From an optimization exercise on the open Yosys and OpenROAD flow, aimed at small area; shortcuts taken in it are not production practice. The RTL was checked by simulation tests, not by an equivalence proof against the original design.

### flow/config.mk
export PLATFORM = sky130hd
export DESIGN_NAME = efpga_test_top
export DESIGN_NICKNAME = efpga_test_top
export VERILOG_FILES = /design/flow/design.v
export SDC_FILE = /design/flow/constraint.sdc
export NUM_CORES = 4
export LEC_CHECK = 0
export CAP_MARGIN = 20
export CORE_MARGIN = 2
export CORE_UTILIZATION = 40
export SLEW_MARGIN = 20
### flow/constraint.sdc
create_clock -name core_clock -period 5.0 [get_ports {CLK}]
set_input_delay 1.0000 -clock core_clock [delete_from_list [all_inputs] [get_ports {CLK}]]
set_output_delay 1.0000 -clock core_clock [all_outputs]
set_load 0.01 [all_outputs]
### flow/design.v
package efpga_lint_pkg;
  typedef logic [31:0] word_t;        
  typedef logic [3:0]  be_t;          
  typedef logic [19:0] bus_addr_t;    
  typedef logic [11:0] ram_addr_t;    
  typedef logic [19:0] tcdm_addr_t;   
  typedef logic [1:0]  width_mode_t;  
  localparam width_mode_t wm_word  = 2'd0;
  localparam width_mode_t wm_half  = 2'd1;
  localparam width_mode_t wm_byte  = 2'd2;
  localparam width_mode_t wm_word3 = 2'd3;
  localparam bus_addr_t reg_tcdm_cfg    = 20'h00000;
  localparam bus_addr_t reg_math_ctrl   = 20'h00010;
  localparam bus_addr_t reg_ram_ctrl    = 20'h00020;
  localparam bus_addr_t reg_math_clken  = 20'h00030;  
  localparam bus_addr_t reg_gpio_out    = 20'h00040;
  localparam bus_addr_t reg_gpio_oe     = 20'h00050;
  localparam bus_addr_t reg_gpio_in     = 20'h00060;
  localparam bus_addr_t reg_tcdm_data   = 20'h00080;  
  localparam bus_addr_t reg_math_result = 20'h00100;
  localparam bus_addr_t reg_id          = 20'h00800;
  localparam word_t      id_word  = 32'hCA11EF3A;
  localparam logic [7:0] ram_page = 8'h01;          
  typedef enum logic [1:0] {
    st_idle,
    st_write,
    st_read,
    st_read_wait
  } lint_state_t;
  typedef struct packed {
    logic        math_reset;  
    logic [11:0] rsvd_hi;
    logic        sat;         
    logic        clr;
    logic        rnd;
    logic        csel;
    logic        osel;        
    logic [1:0]  mode;        
    logic [4:0]  rsvd_lo;
    logic        tc;          
    logic [5:0]  outsel;
  } math_ctrl_t;
  typedef struct packed {
    logic [18:0] rsvd_hi;
    logic        wdsel;       
    logic [7:0]  rsvd_lo;
    width_mode_t wmode;       
    width_mode_t rmode;       
  } ram_ctrl_t;
  typedef struct packed {
    logic      is_ram;
    logic      is_write;
    bus_addr_t offset;
    ram_addr_t ram_addr;
    logic [1:0] byte_ofs;
    word_t     wdata;
    be_t       be;
  } access_t;
  typedef struct packed {
    tcdm_addr_t addr;
    be_t        be;
    logic       wen;          
    word_t      wdata;
  } tcdm_req_t;
endpackage
module lint_decode (
  input  logic      CLK,
  input  logic      rst,
  input  logic      lint_req,
  input  logic      lint_wen,
  input  efpga_lint_pkg::bus_addr_t lint_addr,
  input  efpga_lint_pkg::word_t     lint_wdata,
  input  efpga_lint_pkg::be_t       lint_be,
  output logic      lint_gnt,
  output logic      lint_valid,
  output efpga_lint_pkg::access_t   access,
  output logic      exec_wr,
  output logic      read_sel
);
  efpga_lint_pkg::lint_state_t state;
  logic        accept;
  assign accept = (state == efpga_lint_pkg::st_idle) && lint_req && !lint_gnt;
  assign exec_wr  = (state == efpga_lint_pkg::st_write) && access.is_write;  
  assign read_sel = (state == efpga_lint_pkg::st_read);                      
  always_ff @(posedge CLK) begin
    if (rst) begin
      state      <= efpga_lint_pkg::st_idle;
      lint_gnt   <= 1'b0;
      lint_valid <= 1'b0;
    end else begin
      lint_valid <= lint_gnt;  
      lint_gnt   <= 1'b0;
      case (state)
        efpga_lint_pkg::st_idle: begin
          if (accept) begin
            if (!lint_wen) begin
              lint_gnt <= 1'b1;
              state    <= efpga_lint_pkg::st_write;
            end else begin
              state <= efpga_lint_pkg::st_read;
            end
          end
        end
        efpga_lint_pkg::st_write: state <= efpga_lint_pkg::st_idle;
        efpga_lint_pkg::st_read: state <= efpga_lint_pkg::st_read_wait;
        efpga_lint_pkg::st_read_wait: begin
          lint_gnt <= 1'b1;  
          state    <= efpga_lint_pkg::st_idle;
        end
        default: state <= efpga_lint_pkg::st_idle;
      endcase
    end
  end
  always_ff @(posedge CLK) begin
    if (accept) begin
      access.is_ram   <= (lint_addr[19:12] == efpga_lint_pkg::ram_page);
      access.is_write <= !lint_wen;
      access.offset   <= lint_addr;
      access.ram_addr <= lint_addr[11:0];
      access.byte_ofs <= lint_addr[1:0];
      access.wdata    <= lint_wdata;
      access.be       <= lint_be;
    end
  end
endmodule
module ctrl_regs (
  input  logic       CLK,
  input  logic       rst,
  input  efpga_lint_pkg::access_t    access,
  input  logic       exec_wr,
  input  logic       tcdm_gnt,
  input  logic       tcdm_fmo,
  input  logic       tcdm_valid,
  input  efpga_lint_pkg::word_t      tcdm_rdata,
  output efpga_lint_pkg::math_ctrl_t math_ctrl,
  output logic       math_clken,
  output efpga_lint_pkg::ram_ctrl_t  ram_ctrl,
  output efpga_lint_pkg::word_t      gpio_out,
  output efpga_lint_pkg::word_t      gpio_oe,
  output efpga_lint_pkg::tcdm_req_t  tcdm,
  output logic       tcdm_req,
  output efpga_lint_pkg::word_t      tcdm_result
);
  efpga_lint_pkg::word_t math_word;  
  efpga_lint_pkg::word_t ram_word;
  assign math_ctrl = efpga_lint_pkg::math_ctrl_t'(math_word);
  assign ram_ctrl  = efpga_lint_pkg::ram_ctrl_t'(ram_word);
  always_ff @(posedge CLK) begin
    if (rst) begin
      math_word   <= '0;
      ram_word    <= '0;
      math_clken  <= 1'b0;
      gpio_out    <= '0;
      gpio_oe     <= '0;
      tcdm        <= '0;
      tcdm_req    <= 1'b0;
      tcdm_result <= '0;
    end else begin
      math_clken <= 1'b0;
      if (tcdm_gnt && !tcdm_fmo) begin
        tcdm_req <= 1'b0;
      end
      if (tcdm_valid) begin
        tcdm_result <= tcdm_rdata;  
      end
      if (exec_wr) begin
        case (access.offset)
          efpga_lint_pkg::reg_tcdm_cfg: begin
            tcdm.addr <= access.wdata[19:0];
            tcdm.be   <= ~access.wdata[23:20];  
            tcdm.wen  <= access.wdata[31];
          end
          efpga_lint_pkg::reg_math_ctrl: begin
            for (int i = 0; i < 4; i++) begin
              if (access.be[i]) begin
                math_word[8*i +: 8] <= access.wdata[8*i +: 8];
              end
            end
          end
          efpga_lint_pkg::reg_ram_ctrl:   ram_word   <= access.wdata;
          efpga_lint_pkg::reg_math_clken: math_clken <= 1'b1;  
          efpga_lint_pkg::reg_gpio_out:   gpio_out   <= access.wdata;
          efpga_lint_pkg::reg_gpio_oe:    gpio_oe    <= access.wdata;
          efpga_lint_pkg::reg_tcdm_data: begin
            tcdm.wdata <= access.wdata;
            tcdm_req   <= 1'b1;  
          end
          default: ;
        endcase
      end
    end
  end
endmodule
module ram_port (
  input  logic      CLK,
  input  logic      rst,
  input  efpga_lint_pkg::access_t   access,
  input  logic      exec_wr,
  input  logic      read_sel,
  input  efpga_lint_pkg::ram_ctrl_t ram_ctrl,
  output efpga_lint_pkg::ram_addr_t ram_raddr,
  output efpga_lint_pkg::ram_addr_t ram_waddr,
  output efpga_lint_pkg::word_t     ram_wdata,
  output logic      ram_we
);
  efpga_lint_pkg::ram_addr_t raddr_q;
  logic      ram_rd;
  logic      ram_wr;
  efpga_lint_pkg::word_t     packed_wdata;
  assign ram_rd = read_sel && access.is_ram;
  assign ram_wr = exec_wr && access.is_ram;
  assign ram_raddr = ram_rd ? access.ram_addr : raddr_q;
  always_comb begin
    case (ram_ctrl.wmode)
      efpga_lint_pkg::wm_word, efpga_lint_pkg::wm_word3: packed_wdata = access.wdata;
      efpga_lint_pkg::wm_half: begin
        packed_wdata = access.byte_ofs[1] ? {16'b0, access.wdata[31:16]} : access.wdata;
      end
      efpga_lint_pkg::wm_byte: packed_wdata = {24'b0, access.wdata[8*access.byte_ofs +: 8]};
    endcase
  end
  always_ff @(posedge CLK) begin
    if (rst) begin
      raddr_q <= '0;
      ram_we  <= 1'b0;
    end else begin
      ram_we <= ram_wr;  
      if (ram_rd) begin
        raddr_q <= access.ram_addr;  
      end
    end
  end
  always_ff @(posedge CLK) begin
    if (ram_wr) begin
      ram_waddr <= access.ram_addr;
      ram_wdata <= packed_wdata;
    end
  end
endmodule
module read_mux (
  input  logic       CLK,
  input  logic       rst,
  input  efpga_lint_pkg::access_t    access,
  input  logic       read_sel,
  input  efpga_lint_pkg::ram_ctrl_t  ram_ctrl,
  input  efpga_lint_pkg::word_t      ram_rdata,
  input  efpga_lint_pkg::math_ctrl_t math_ctrl,
  input  efpga_lint_pkg::word_t      gpio_out,
  input  efpga_lint_pkg::word_t      gpio_oe,
  input  efpga_lint_pkg::word_t      gpio_in,
  input  efpga_lint_pkg::tcdm_req_t  tcdm,
  input  efpga_lint_pkg::word_t      tcdm_result,
  input  efpga_lint_pkg::word_t      math_result,
  output efpga_lint_pkg::word_t      lint_rdata
);
  logic  rd_wait;  
  efpga_lint_pkg::word_t reg_value;
  efpga_lint_pkg::word_t ram_aligned;
  always_comb begin
    case (access.offset)
      efpga_lint_pkg::reg_tcdm_cfg:    reg_value = {tcdm.wen, 7'b0, ~tcdm.be, tcdm.addr};
      efpga_lint_pkg::reg_math_ctrl:   reg_value = efpga_lint_pkg::word_t'(math_ctrl);
      efpga_lint_pkg::reg_ram_ctrl:    reg_value = efpga_lint_pkg::word_t'(ram_ctrl);
      efpga_lint_pkg::reg_gpio_out:    reg_value = gpio_out;
      efpga_lint_pkg::reg_gpio_oe:     reg_value = gpio_oe;
      efpga_lint_pkg::reg_gpio_in:     reg_value = gpio_in;
      efpga_lint_pkg::reg_tcdm_data:   reg_value = tcdm_result;
      efpga_lint_pkg::reg_math_result: reg_value = math_result;
      efpga_lint_pkg::reg_id:          reg_value = efpga_lint_pkg::id_word;
      default:         reg_value = '0;  
    endcase
  end
  always_comb begin
    case (ram_ctrl.rmode)
      efpga_lint_pkg::wm_word, efpga_lint_pkg::wm_word3: ram_aligned = ram_rdata;
      efpga_lint_pkg::wm_half: ram_aligned = access.byte_ofs[1] ? {ram_rdata[15:0], 16'b0} : ram_rdata;
      efpga_lint_pkg::wm_byte: ram_aligned = ram_rdata << (8 * access.byte_ofs);
    endcase
  end
  always_ff @(posedge CLK) begin
    if (rst) begin
      rd_wait    <= 1'b0;
      lint_rdata <= '1;
    end else begin
      rd_wait <= read_sel;
      if (read_sel && !access.is_ram) begin
        lint_rdata <= reg_value;
      end else if (rd_wait && access.is_ram) begin
        lint_rdata <= ram_aligned;
      end
    end
  end
endmodule
module efpga_test_top (
  input  logic       CLK,
  input  logic       rst,
  input  logic       lint_req,
  input  logic       lint_wen,
  input  logic [19:0] lint_addr,
  input  logic [31:0] lint_wdata,
  input  logic [3:0]  lint_be,
  output logic       lint_gnt,
  output logic       lint_valid,
  output logic [31:0] lint_rdata,
  output logic [31:0] math_ctrl,
  output logic       math_clken,
  input  logic [31:0] math_result,
  output logic [31:0] gpio_out,
  output logic [31:0] gpio_oe,
  input  logic [31:0] gpio_in,
  output logic [11:0] ram_raddr,
  output logic [11:0] ram_waddr,
  output logic [31:0] ram_wdata,
  output logic       ram_we,
  output logic [31:0] ram_ctrl,
  input  logic [31:0] ram_rdata,
  output logic [56:0] tcdm,      
  output logic       tcdm_req,
  input  logic       tcdm_gnt,
  input  logic       tcdm_fmo,
  input  logic       tcdm_valid,
  input  logic [31:0] tcdm_rdata
);
  efpga_lint_pkg::access_t    access;
  efpga_lint_pkg::math_ctrl_t math_ctrl_s;
  efpga_lint_pkg::ram_ctrl_t  ram_ctrl_s;
  efpga_lint_pkg::tcdm_req_t  tcdm_s;
  logic    exec_wr;
  logic    read_sel;
  logic [31:0] tcdm_result;
  assign math_ctrl = math_ctrl_s;
  assign ram_ctrl  = ram_ctrl_s;
  assign tcdm      = tcdm_s;
  lint_decode i_lint_decode (
    .CLK(CLK), .rst(rst),
    .lint_req(lint_req), .lint_wen(lint_wen), .lint_addr(lint_addr),
    .lint_wdata(lint_wdata), .lint_be(lint_be),
    .lint_gnt(lint_gnt), .lint_valid(lint_valid),
    .access(access), .exec_wr(exec_wr), .read_sel(read_sel)
  );
  ctrl_regs i_ctrl_regs (
    .CLK(CLK), .rst(rst), .access(access), .exec_wr(exec_wr),
    .tcdm_gnt(tcdm_gnt), .tcdm_fmo(tcdm_fmo), .tcdm_valid(tcdm_valid),
    .tcdm_rdata(tcdm_rdata), .math_ctrl(math_ctrl_s), .math_clken(math_clken),
    .ram_ctrl(ram_ctrl_s), .gpio_out(gpio_out), .gpio_oe(gpio_oe),
    .tcdm(tcdm_s), .tcdm_req(tcdm_req), .tcdm_result(tcdm_result)
  );
  ram_port i_ram_port (
    .CLK(CLK), .rst(rst), .access(access), .exec_wr(exec_wr),
    .read_sel(read_sel), .ram_ctrl(ram_ctrl_s),
    .ram_raddr(ram_raddr), .ram_waddr(ram_waddr),
    .ram_wdata(ram_wdata), .ram_we(ram_we)
  );
  read_mux i_read_mux (
    .CLK(CLK), .rst(rst), .access(access), .read_sel(read_sel),
    .ram_ctrl(ram_ctrl_s), .ram_rdata(ram_rdata), .math_ctrl(math_ctrl_s),
    .gpio_out(gpio_out), .gpio_oe(gpio_oe), .gpio_in(gpio_in),
    .tcdm(tcdm_s), .tcdm_result(tcdm_result), .math_result(math_result),
    .lint_rdata(lint_rdata)
  );
endmodule
### flow/run.sh
#!/bin/bash
# synth_recipe.tcl (not shown) runs the flow's synth.tcl, then flattens the netlist and writes it again
# the make line also repeats each setting of config.mk as NAME=value (left out here)
make -C /OpenROAD-flow-scripts/flow DESIGN_CONFIG=/design/flow/config.mk WORK_HOME=/design/flow/orfs CLKGATE_MAP_FILE= SYNTH_SCRIPT=/design/flow/synth_recipe.tcl finish
==> flow_metrics.py <==
metrics = {
    "outcome": {
        "outcome": "no timing/DRC/antenna violations",
    },
    "yosys": {
        "synth_top_area_cell": "dfxtp_1",
        "synth_top_area_share_pct": 34.0,
        "synth_cell_type_count": 65,
        "synth_nets": 1917,
        "yosysSeqAreaShare_pct": 53.4,
        "synth_edf_count": 102,
        "syn_avg_cell_area_sq_um": 9.21,
        "syn_area_sq_um": 15800,
        "ys_seq_elements": 371,
        "async_flop_share_pct": 0,
        "postSynthCellCount": 1717,
        "synth.area.top_cells": "dfxtp_1, edfxtp_1, nand2_1, a21oi_1, mux2i_1",
        "synth-main-ff-cell": "dfxtp_1",
        "yosys_warnings": 4,
    },
    "sta": {
        "hold_viol_final": 0,
        "min_period_over_period_pct": 75.5,
        "fin_setup_tns_ps": 0,
        "slew_headroom_pct": 21.1,
        "period_minus_slack_ps": 3770,
        "setup_viol": 0,
        "setup_ws_ps": 1230,
        "finalMaxSlewViolations": 0,
        "rsz0062_at_grt": "no",
        "finalClockSkew_ps": 21.8,
        "max_clock_freq_mhz": 265,
        "worst_slew_pin_slew_ps": 1180,
    },
    "grt": {
        "grt_max_degree": 85,
        "use_met2_pct": 53.5,
        "grt_pass1_vias": 14800,
        "grtUsageTotal_pct": 34.9,
        "grt_busiest_layer": "met2",
        "antenna_found_initial": 3,
        "grt_pass1_wl_um": 105000,
        "overflow": 0,
        "use_met1_pct": 46.2,
        "met3_usage_pct": 10.3,
    },
    "route": {
        "ant_nets": 0,
        "vias": 15300,
        "vias_per_cell": 5.74,
        "avgRoutedWirePerCell_um": 27.9,
        "drt-pass1-iter-count": 9,
        "drt-total-wl_um": 74100,
        "first_iter_violations": 1499,
        "drc": 0,
    },
    "floorplanning": {
        "fp.dieArea_sq_um": 41100,
        "fp.dieH_um": 203,
        "die_w_um": 203,
        "design.portCount": 469,
        "core_area_sq_um": 38800,
        "start_util_pct": 40.7,
        "rows": 72,
    },
    "placement": {
        "dp.final_hpwl_um": 55000,
        "gp_congestion": 0.978,
        "dp_slack_ps": 1490,
        "portBuffers": 468,
    },
    "power_and_ir_drop": {
        "fin_total_pwr_mw": 8.13,
        "vdd_drop_max_v": 0.000308,
        "powerDensity_nw_per_um2": 368,
        "p_leak_nw": 7.56,
    },
    "worst_hold_path": {
        "hp-start": "i_ctrl_regs.tcdm[19]",
        "hold_depth": 2,
        "min_path_type": "reg2reg",
        "worst_hold_path.endpoint": "i_ctrl_regs.tcdm[19]",
    },
    "clocking": {
        "ctsHoldBuffers": 0,
        "clk_pin_slew_ps": 60,
        "clk_latency_ps": 590,
        "cts_buffer_depth": 3,
        "cts_setup_buffers": 0,
        "cts_buffers": 41,
        "cts_tree": "done",
        "post_cts_resized": 0,
        "cts_root_buf": "clkbuf_16",
        "htree_num_levels": 2,
        "clock_sinks": 371,
    },
    "setup_path": {
        "reg2reg_slack_ps": 1360,
        "cp.arrival_ps": 2770,
        "critical_path_class": "reg2out",
        "r2r-start": "i_lint_decode.access[50]",
        "cp.required_ps": 4000,
        "r2r_cells": 8,
        "endpoint_kind": "output pin",
        "start_kind": "register",
        "crit_fanout": 14,
        "worstSetupStartpoint": "i_lint_decode.state[0]",
        "rr_endpoint": "i_read_mux.lint_rdata[31]",
    },
    "layout": {
        "nets": 2310,
        "drive_above_1_share_pct": 6.26,
        "area.growth.synth_to_final_pct": 39.6,
    },
    "job": {
        "drv_cap": 0,
    },
}
==> logic make-up (layout without fill, tap and decap cells) <==
| group | Yosys count | after routing | synth area share (%) |
|---|---|---|---|
| simple gates | 641 | 641 | 17.6 |
| fa+ha+maj | 9 | 9 | 0.712 |
| flops | 371 | 371 | 53.4 |
| compound gates | 464 | 464 | 19.3 |
| other cells | 0 | 1 | 0 |
| buf+inv | 161 | 585 | 4.32 |
| mux | 71 | 71 | 4.64 |
==> sequential cells by signal (all words and copies together), names as in the netlist <==
signal	cells
i_ctrl_regs.tcdm_req	1
i_read_mux.lint_rdata	32
i_ram_port.ram_we	1
i_ram_port.raddr_q	12
i_lint_decode.lint_valid	1
i_ctrl_regs.gpio_oe	32
i_lint_decode.state	2
i_ram_port.ram_wdata	32
i_ctrl_regs.tcdm_result	32
i_ctrl_regs.math_word	32
i_lint_decode.lint_gnt	1
i_lint_decode.access	58
i_ram_port.ram_waddr	12
i_ctrl_regs.math_clken	1
i_ctrl_regs.gpio_out	32
i_ctrl_regs.ram_word	32
i_ctrl_regs.tcdm	57
i_read_mux.rd_wait	1
==> through the flow <==
stage               hold slack [ps]  instances  utilization, %  area (sq um)
global route                    475       2660            56.9         22100
floorplan                       424       1717               -         15800
CTS                             458       2657            56.8         22100
finish                          452       2660            56.9         22100
global placement                437       2583            53.4         20700
detailed placement              444       2583            53.4         20700
==> metal layers <==
metal | up-vias | routed length, um
met5 | - | 13
met4 | 2 | 2990
met3 | 149 | 8020
met2 | 900 | 32800
met1 | 7335 | 30300
li1 | 6885 | -
==> layout by cell type, fill, tap and decap left out, types with 5 or more instances in the layout <==
| cell | n |
|---|---|
| nor2b_1 | 10 |
| o22ai_1 | 11 |
| nand2b_1 | 5 |
| nor2_1 | 75 |
| a21o_1 | 7 |
| a21oi_1 | 216 |
| a222oi_1 | 7 |
| a211oi_1 | 6 |
| clkinv_2 | 6 |
| mux2i_1 | 52 |
| inv_1 | 14 |
| clkbuf_16 | 42 |
| nor3_1 | 21 |
| a221oi_1 | 36 |
| a22oi_1 | 40 |
| edfxtp_1 | 102 |
| nand2_1 | 430 |
| a221o_1 | 16 |
| and2_1 | 42 |
| ha_1 | 9 |
| nand3_1 | 5 |
| a31oi_1 | 12 |
| o21ai_0 | 35 |
| mux2_2 | 19 |
| nor4_1 | 6 |
| dfxtp_1 | 269 |
| and3_1 | 13 |
| clkdlybuf4s50_1 | 466 |
| clkinv_1 | 8 |
| a22o_1 | 41 |
| buf_4 | 27 |
| clkbuf_8 | 6 |
| clkbuf_1 | 6 |
==> layout make-up <==
cell class / count / area [sq um]
antenna: 1 / 2.50
clock buffer: 54 / 1160
clock inverter: 20 / 149
fill: 3538 / 16800
inverter: 14 / 52.6
multi-input combinational: 1185 / 6720
sequential: 371 / 8450
tap: 518 / 648
timing repair buffer: 497 / 4900
==> cell usage after synthesis, drive strengths merged, types with 11 or more instances <==
library cell / instances
nand2: 430
dfxtp: 269
a21oi: 216
clkbuf: 102
edfxtp: 102
nor2: 79
mux2i: 52
and2: 45
buf: 45
a22o: 41
a22oi: 40
a221oi: 39
o21ai: 36
nor3: 27
mux2: 19
a221o: 16
and3: 14
inv: 14
a31oi: 12
o22ai: 11
==> report_power, final <==
part	internal, mW	total (mW)	switching, mW
Sequential	3.41	3.77	0.357
Clock	1.69	3.01	1.32
Combinational	0.630	1.35	0.721
==> critical path, cell delays in order (launching register included) <==
cell	delay, ps
dfxtp_1	380
inv_1	100
ha_1	320
nand2_1	490
mux2_2	420
clkdlybuf4s50_1	500
==> worst max path at each step <==
| stage | end | cells after the start |
|---|---|---|
| floorplan | i_lint_decode.lint_gnt | 4 |
| global placement | i_read_mux.lint_rdata[31] | 8 |
| detailed placement | i_read_mux.lint_rdata[31] | 8 |
| CTS | ram_raddr[1] | 5 |
| global route | ram_raddr[0] | 5 |
| finish | ram_raddr[3] | 5 |

[static timing again, ports no longer ideal]
Ports are ideal in the flow. The routed layout listed here was re-timed in OpenROAD. Step 1: set_driving_cell puts a clkbuf_16 on CLK and a buf_2 on each other input, an assumption about the parent block. Step 2 times the ports against the registers' clock, not the clock port: input delays grow and output delays shrink by t, the midpoint of the rising clock arrivals with the driver on. a / b / c = ideal / step 1 / step 2; a / b = the first two.
t, ns: 0.637
setup WS [ns]: 1.227 / 1.171 / 1.359
worst data-port slew with drivers (ns): 0.12
After both steps this run still meets setup and hold. For this run, drivers alone change the setup slack by -0.056 ns; drivers and shift together by +0.132 ns.
